What follows belongs to an exercise in optimizing a design on an open flow for small area, a short achievable clock period and few clock cycles per item; a production flow would make more cautious choices.
Where RTL was checked, it was by simulation tests only, not by an equivalence proof against the original.
Power and IR drop assume default switching activity.

## run 1
Design mru_page_tag_cache, start of the top module:
module mru_page_tag_cache #(
   parameter int SLOTS = mpc_pkg::DEF_SLOTS
) (
   input  logic                              clock,
   input  logic                              reset,
   input  logic                              req_valid,
   output logic                              req_stall,
   input  logic [1:0]                        req_kind,
   input  logic [mpc_pkg::TAG_W-1:0]         req_page_offset,
   output logic                              rsp_valid,
   input  logic                              rsp_stall,
   output logic                              rsp_hit,
   output logic                              rsp_writeback_valid,
   output logic [mpc_pkg::TAG_W-1:0]         rsp_writeback_offset,
   output logic [mpc_pkg::CNT_W-1:0]         rsp_hit_count,
   output logic [mpc_pkg::CNT_W-1:0]         rsp_attempt_count,
   output logic [mpc_pkg::OCC_OUT_W-1:0]     rsp_occupancy,
   input  logic                              psel,
   input  logic                              penable,
   input  logic                              pwrite,
   input  logic [mpc_pkg::ADDR_W-1:0]        paddr,
   input  logic [mpc_pkg::DATA_W-1:0]        pwdata,
   output logic [mpc_pkg::DATA_W-1:0]        prdata,
   output logic                              pready
);
clock: 5.5 ns
lec_check: 0
cap_margin: 20
core_margin: 2
core_utilization: 40
setup_slack_margin: 3.2
slew_margin: 20
run.sh (not shown) runs the stock make flow with config.mk's settings and CLKGATE_MAP_FILE= SYNTH_SCRIPT=/design/flow/synth_recipe.tcl, a recipe that flattens the netlist after the stock synthesis.
What run 2 does differently from run 1 at the input level:
- SETUP_SLACK_MARGIN no longer set, was 3.2
Results
- Comparing run 1 and run 2, final weighted congestion in routability-driven placement is lower on run 1.
- In run 2 relative to run 1, total power consumption of the routed design had gone down by a few percent.
- Sequential share of cell area, run 1 and run 2: smaller value in run 1
- In the final design statistics, run 2 uses fewer standard cells in total than run 1.
- Maximum clock rate: run 2 vs run 1 down 67 MHz
- [compare] base=run 1 new=run 2: final instance area went down by about 17%; fraction of area in clock buffers and inverters went up by 1.1 points; total number of vias went down by 5,817.
[inputs] run 3 vs run 2
- CORE_UTILIZATION: 40 -> 60
- TNS_END_PERCENT: unset -> 5
- SETUP_SLACK_MARGIN: unset -> 2.8
Between run 2 and run 3, the flow reports number of DRC markers after the initial detailed-route iteration increasing by more than a quarter. Diode insertion count for antenna repair, run 2 and run 3: higher on run 3. In run 3, worst hold slack is lower than in run 2. Sort run 2 and run 3 by final critical-path share of the clock period desc -> top: run 2.
No run of this note included a check of the RTL's function; only the layout flow was run.


Another version of the RTL of mru_page_tag_cache (not shown whole).
Size in the first run: about 4500 cells after synthesis, ~740 flip-flops, about 210 I/O pins, about 38000 µm² of cells after synthesis.
==> flow/config.mk <==
export PLATFORM = sky130hd
export DESIGN_NAME = mru_page_tag_cache
export DESIGN_NICKNAME = mru_page_tag_cache
export VERILOG_FILES = /design/flow/design.v
export SDC_FILE = /design/flow/constraint.sdc
export NUM_CORES = 4
export LEC_CHECK = 0
export CAP_MARGIN = 20
export CORE_MARGIN = 2
export CORE_UTILIZATION = 50
export CTS_CLUSTER_DIAMETER = 70
export CTS_CLUSTER_SIZE = 24
export PLACE_DENSITY = 0.75
export SETUP_SLACK_MARGIN = 3.1
export SLEW_MARGIN = 20
export TNS_END_PERCENT = 5
==> flow/constraint.sdc <==
create_clock -name core_clock -period 5.5 [get_ports {clock}]
set_input_delay 1.1000 -clock core_clock [delete_from_list [all_inputs] [get_ports {clock}]]
set_output_delay 1.1000 -clock core_clock [all_outputs]
set_load 0.01 [all_outputs]
Testbench counts at the start, summed over its fixed seeds: cycles 4,848, items 4,800.
Rerun with:
CTS_CLUSTER_DIAMETER = default   (was 70)
CTS_CLUSTER_SIZE = default   (was 24)
PLACE_DENSITY = default   (was 0.75)
Worst setup slack is worse by 0.017 ns.
Sequential cell count is unchanged.
Final area came out higher by a few percent.


mru_page_tag_cache again, from the RTL that the note above started with.
Settings: LEC_CHECK=0, CAP_MARGIN=20, CORE_MARGIN=2, CORE_UTILIZATION=50, CTS_CLUSTER_DIAMETER=90, CTS_CLUSTER_SIZE=20, SETUP_SLACK_MARGIN=3.1, SLEW_MARGIN=20, TNS_END_PERCENT=5; clock period 5.5 ns.
Testbench counts at the start, summed over its fixed seeds: cycles 4,848, items 4,800.
Next try:
- CTS_CLUSTER_DIAMETER: 90 -> 70
- CTS_CLUSTER_SIZE: 20 -> 24
- TNS_END_PERCENT: 5 -> 20
Effect: The new run passed the timing, DRC and antenna checks. Sequential power is about the same. Wire length rose by a few percent. Global-route usage fell by 0.16 points. Final area rose by a few percent. Clock skew is about the same. Synthesized area does not change. Combinational power rose by a few percent. Power rose by a few percent.


pepper:
Starting RTL as in the previous note.
==> flow/config.mk <==
export PLATFORM = sky130hd
export DESIGN_NAME = mru_page_tag_cache
export DESIGN_NICKNAME = mru_page_tag_cache
export VERILOG_FILES = /design/flow/design.v
export SDC_FILE = /design/flow/constraint.sdc
export NUM_CORES = 4
export LEC_CHECK = 0
export CAP_MARGIN = 20
export CORE_MARGIN = 2
export CORE_UTILIZATION = 50
export CTS_CLUSTER_DIAMETER = 70
export CTS_CLUSTER_SIZE = 24
export SETUP_SLACK_MARGIN = 3.3
export SLEW_MARGIN = 20
export TNS_END_PERCENT = 5
==> flow/constraint.sdc <==
create_clock -name core_clock -period 5.5 [get_ports {clock}]
set_input_delay 1.1000 -clock core_clock [delete_from_list [all_inputs] [get_ports {clock}]]
set_output_delay 1.1000 -clock core_clock [all_outputs]
set_load 0.01 [all_outputs]
pepper finished end to end and its layout was clean on timing, DRC and antenna.
Testbench counts of pepper, summed over its fixed seeds: cycles 4,848, items 4,800.
Relative to pepper, the following input files were edited for indigo:
Settings: CORE_UTILIZATION now 60, was 50; SETUP_SLACK_MARGIN now 3.1, was 3.3.
==> summary.txt <==
indigo vs. pepper: synthesized cell count barely changed; power after layout lower; die area moved down. Looking at cell type of the slowest stage on the worst timing path, the sky130_fd_sc_hd__a22oi_1 result is from indigo; the sky130_fd_sc_hd__a222oi_1 one comes from pepper.
## Diff of input files: onyx against indigo
Settings: a deleted CTS_CLUSTER_SIZE that had been 24; a change of CORE_UTILIZATION from 60 to 50; a deleted CTS_CLUSTER_DIAMETER that had been 70.
==> flow/flow/run.sh (new file) <==
#!/bin/bash
# The standard layout (standard.sh), with one change: the timing repair may
# swap a cell for any cell of the same function, not only one of the same
# footprint, so that the port buffers and complex gates can be resized.
set -euo pipefail
grep -q 'CLKGATE_MAP_FILE= ' standard.sh
sed 's|CLKGATE_MAP_FILE= |CLKGATE_MAP_FILE= MATCH_CELL_FOOTPRINT=0 |' standard.sh > standard_any_footprint.sh
bash standard_any_footprint.sh > layout.log 2>&1
test -f out/final.def
==> flow/standard.sh (new file) <==
#!/bin/bash
# synth_recipe.tcl (not shown) runs the flow's synth.tcl, then flattens the netlist and writes it again
# the make line also repeats each setting of config.mk as NAME=value (left out here)
make -C /OpenROAD-flow-scripts/flow DESIGN_CONFIG=/design/flow/config.mk WORK_HOME=/design/flow/orfs CLKGATE_MAP_FILE= SYNTH_SCRIPT=/design/flow/synth_recipe.tcl "${@:-finish}"
removed: flow/run.sh
==> comparison <==
- onyx: PASS, flow complete, no timing, DRC or antenna violations
- Relative to indigo, the number of gates given a new drive strength after cts of onyx is higher by 84.
- For area share of and/or/nand/nor cells after synthesis, onyx and indigo come out practically identical.
- Diff indigo -> onyx: met2 layer wire length in the routed design went up, maximum frequency saw an increase.
- The logic gate share of total power of onyx falls short of that of indigo by 1.4 points.
> inputs changed (onyx -> amber)
Settings: an added CTS_CLUSTER_DIAMETER of 70; an added CTS_CLUSTER_SIZE of 24.
==> flow/run.sh (new file) <==
#!/bin/bash
# synth_recipe.tcl (not shown) runs the flow's synth.tcl, then flattens the netlist and writes it again
# the make line also repeats each setting of config.mk as NAME=value (left out here)
make -C /OpenROAD-flow-scripts/flow DESIGN_CONFIG=/design/flow/config.mk WORK_HOME=/design/flow/orfs CLKGATE_MAP_FILE= SYNTH_SCRIPT=/design/flow/synth_recipe.tcl finish
removed: flow/flow/run.sh
removed: flow/standard.sh
Changes observed in amber relative to onyx: sequential share of layout area picked up an extra 1.8 points, via count saw a decrease, number of clock sinks was more or less identical, antenna diode count decreased 1. Going from onyx to amber, data arrival time at the worst-slack endpoint has decreased; clock distribution area overhead in the final layout shrank by 2.0 points; post-cts repair resize count picked up an extra about 18%; combinational power down about 4%.


== run A ==
mru_page_tag_cache, a different RTL version from the one above (not shown whole).
For scale: about 4300 cells after synthesis, ~210 I/O pins, roughly 38000 sq um of cells after synthesis.
export LEC_CHECK = 0
export CAP_MARGIN = 20
export CORE_MARGIN = 2
export CORE_UTILIZATION = 50
export SETUP_SLACK_MARGIN = 3.1
export SLEW_MARGIN = 20
export TNS_END_PERCENT = 5
create_clock -name core_clock -period 5.5 [get_ports {clock}]
Stock flow here: none of the scripts above is used.
Testbench counts of run A, summed over its fixed seeds: cycles 4,848, items 4,800.
The following lists how run B was set up differently from run A:
# run A
export LEC_CHECK = 0
export CAP_MARGIN = 20
export CORE_MARGIN = 2
export CORE_UTILIZATION = 50
export SETUP_SLACK_MARGIN = 3.1
export SLEW_MARGIN = 20
export TNS_END_PERCENT = 5
create_clock -name core_clock -period 5.5 [get_ports {clock}]
# run B
export LEC_CHECK = 0
export CAP_MARGIN = 20
export CORE_MARGIN = 2
export CORE_UTILIZATION = 60
export SETUP_SLACK_MARGIN = 2.8
export SLEW_MARGIN = 20
export TNS_END_PERCENT = 5
create_clock -name core_clock -period 5.5 [get_ports {clock}]
--- outcome ---
When run B is measured against run A, its relative contribution of the clock network to total power turns out 0.3 points higher.
On power density relative to cell area: between run A and run B, it ends up lower for run A.
Run A -> run B: synthesized area delta 0, exact match
Between run A and run B, the difference in total design power is negligible.

==> static timing again, ports no longer ideal <==
The flow's constraints put no driver on any port. The routed layouts listed below were extracted and timed again, unchanged, in two steps.
Step 1 assumes that a clkbuf_16 drives the clock port and a buf_2 every other input.
Step 2 adds t to the input delays and takes it off the output delays; t is the mean of the earliest and latest rising clock arrival at the registers after step 1. Input paths then give back, and output paths get back, about the clock's delay inside the block.
a / b / c = ideal ports / drivers / drivers and shift; a / b = the first two.
| run | t, ns | setup slack, ns | pins driven straight from the clock port |
|---|---|---|---|
| run 1 | 0.734 | 2.212 / 2.212 / 2.013 | 1 |
| run 2 | 0.734 | 1.283 / 1.320 / 0.586 | 1 |
| run 3 | 0.716 | 2.262 / 2.262 / 1.883 | 1 |
| the first run of note 2 | 0.703 | 2.672 / 2.672 / 2.051 | 1 |
| the second run of note 2 | 0.709 | 2.655 / 2.655 / 2.188 | 1 |
| the first run of note 3 | 0.694 | 2.596 / 2.596 / 2.068 | 1 |
| the second run of note 3 | 0.714 | 2.641 / 2.641 / 2.035 | 1 |
| pepper | 0.698 | 2.638 / 2.638 / 2.233 | 1 |
| indigo | 0.742 | 2.420 / 2.420 / 2.025 | 1 |
| onyx | 0.716 | 2.617 / 2.617 / 2.110 | 1 |
| amber | 0.702 | 2.750 / 2.750 / 2.187 | 1 |
| run A | 0.735 | 2.760 / 2.699 / 1.964 | 1 |
| run B | 0.708 | 2.676 / 2.655 / 2.010 | 1 |
After both steps setup and hold are still met in every run listed. For run A, which loses most, drivers alone change the setup slack by -0.061 ns; drivers and shift together by -0.796 ns.
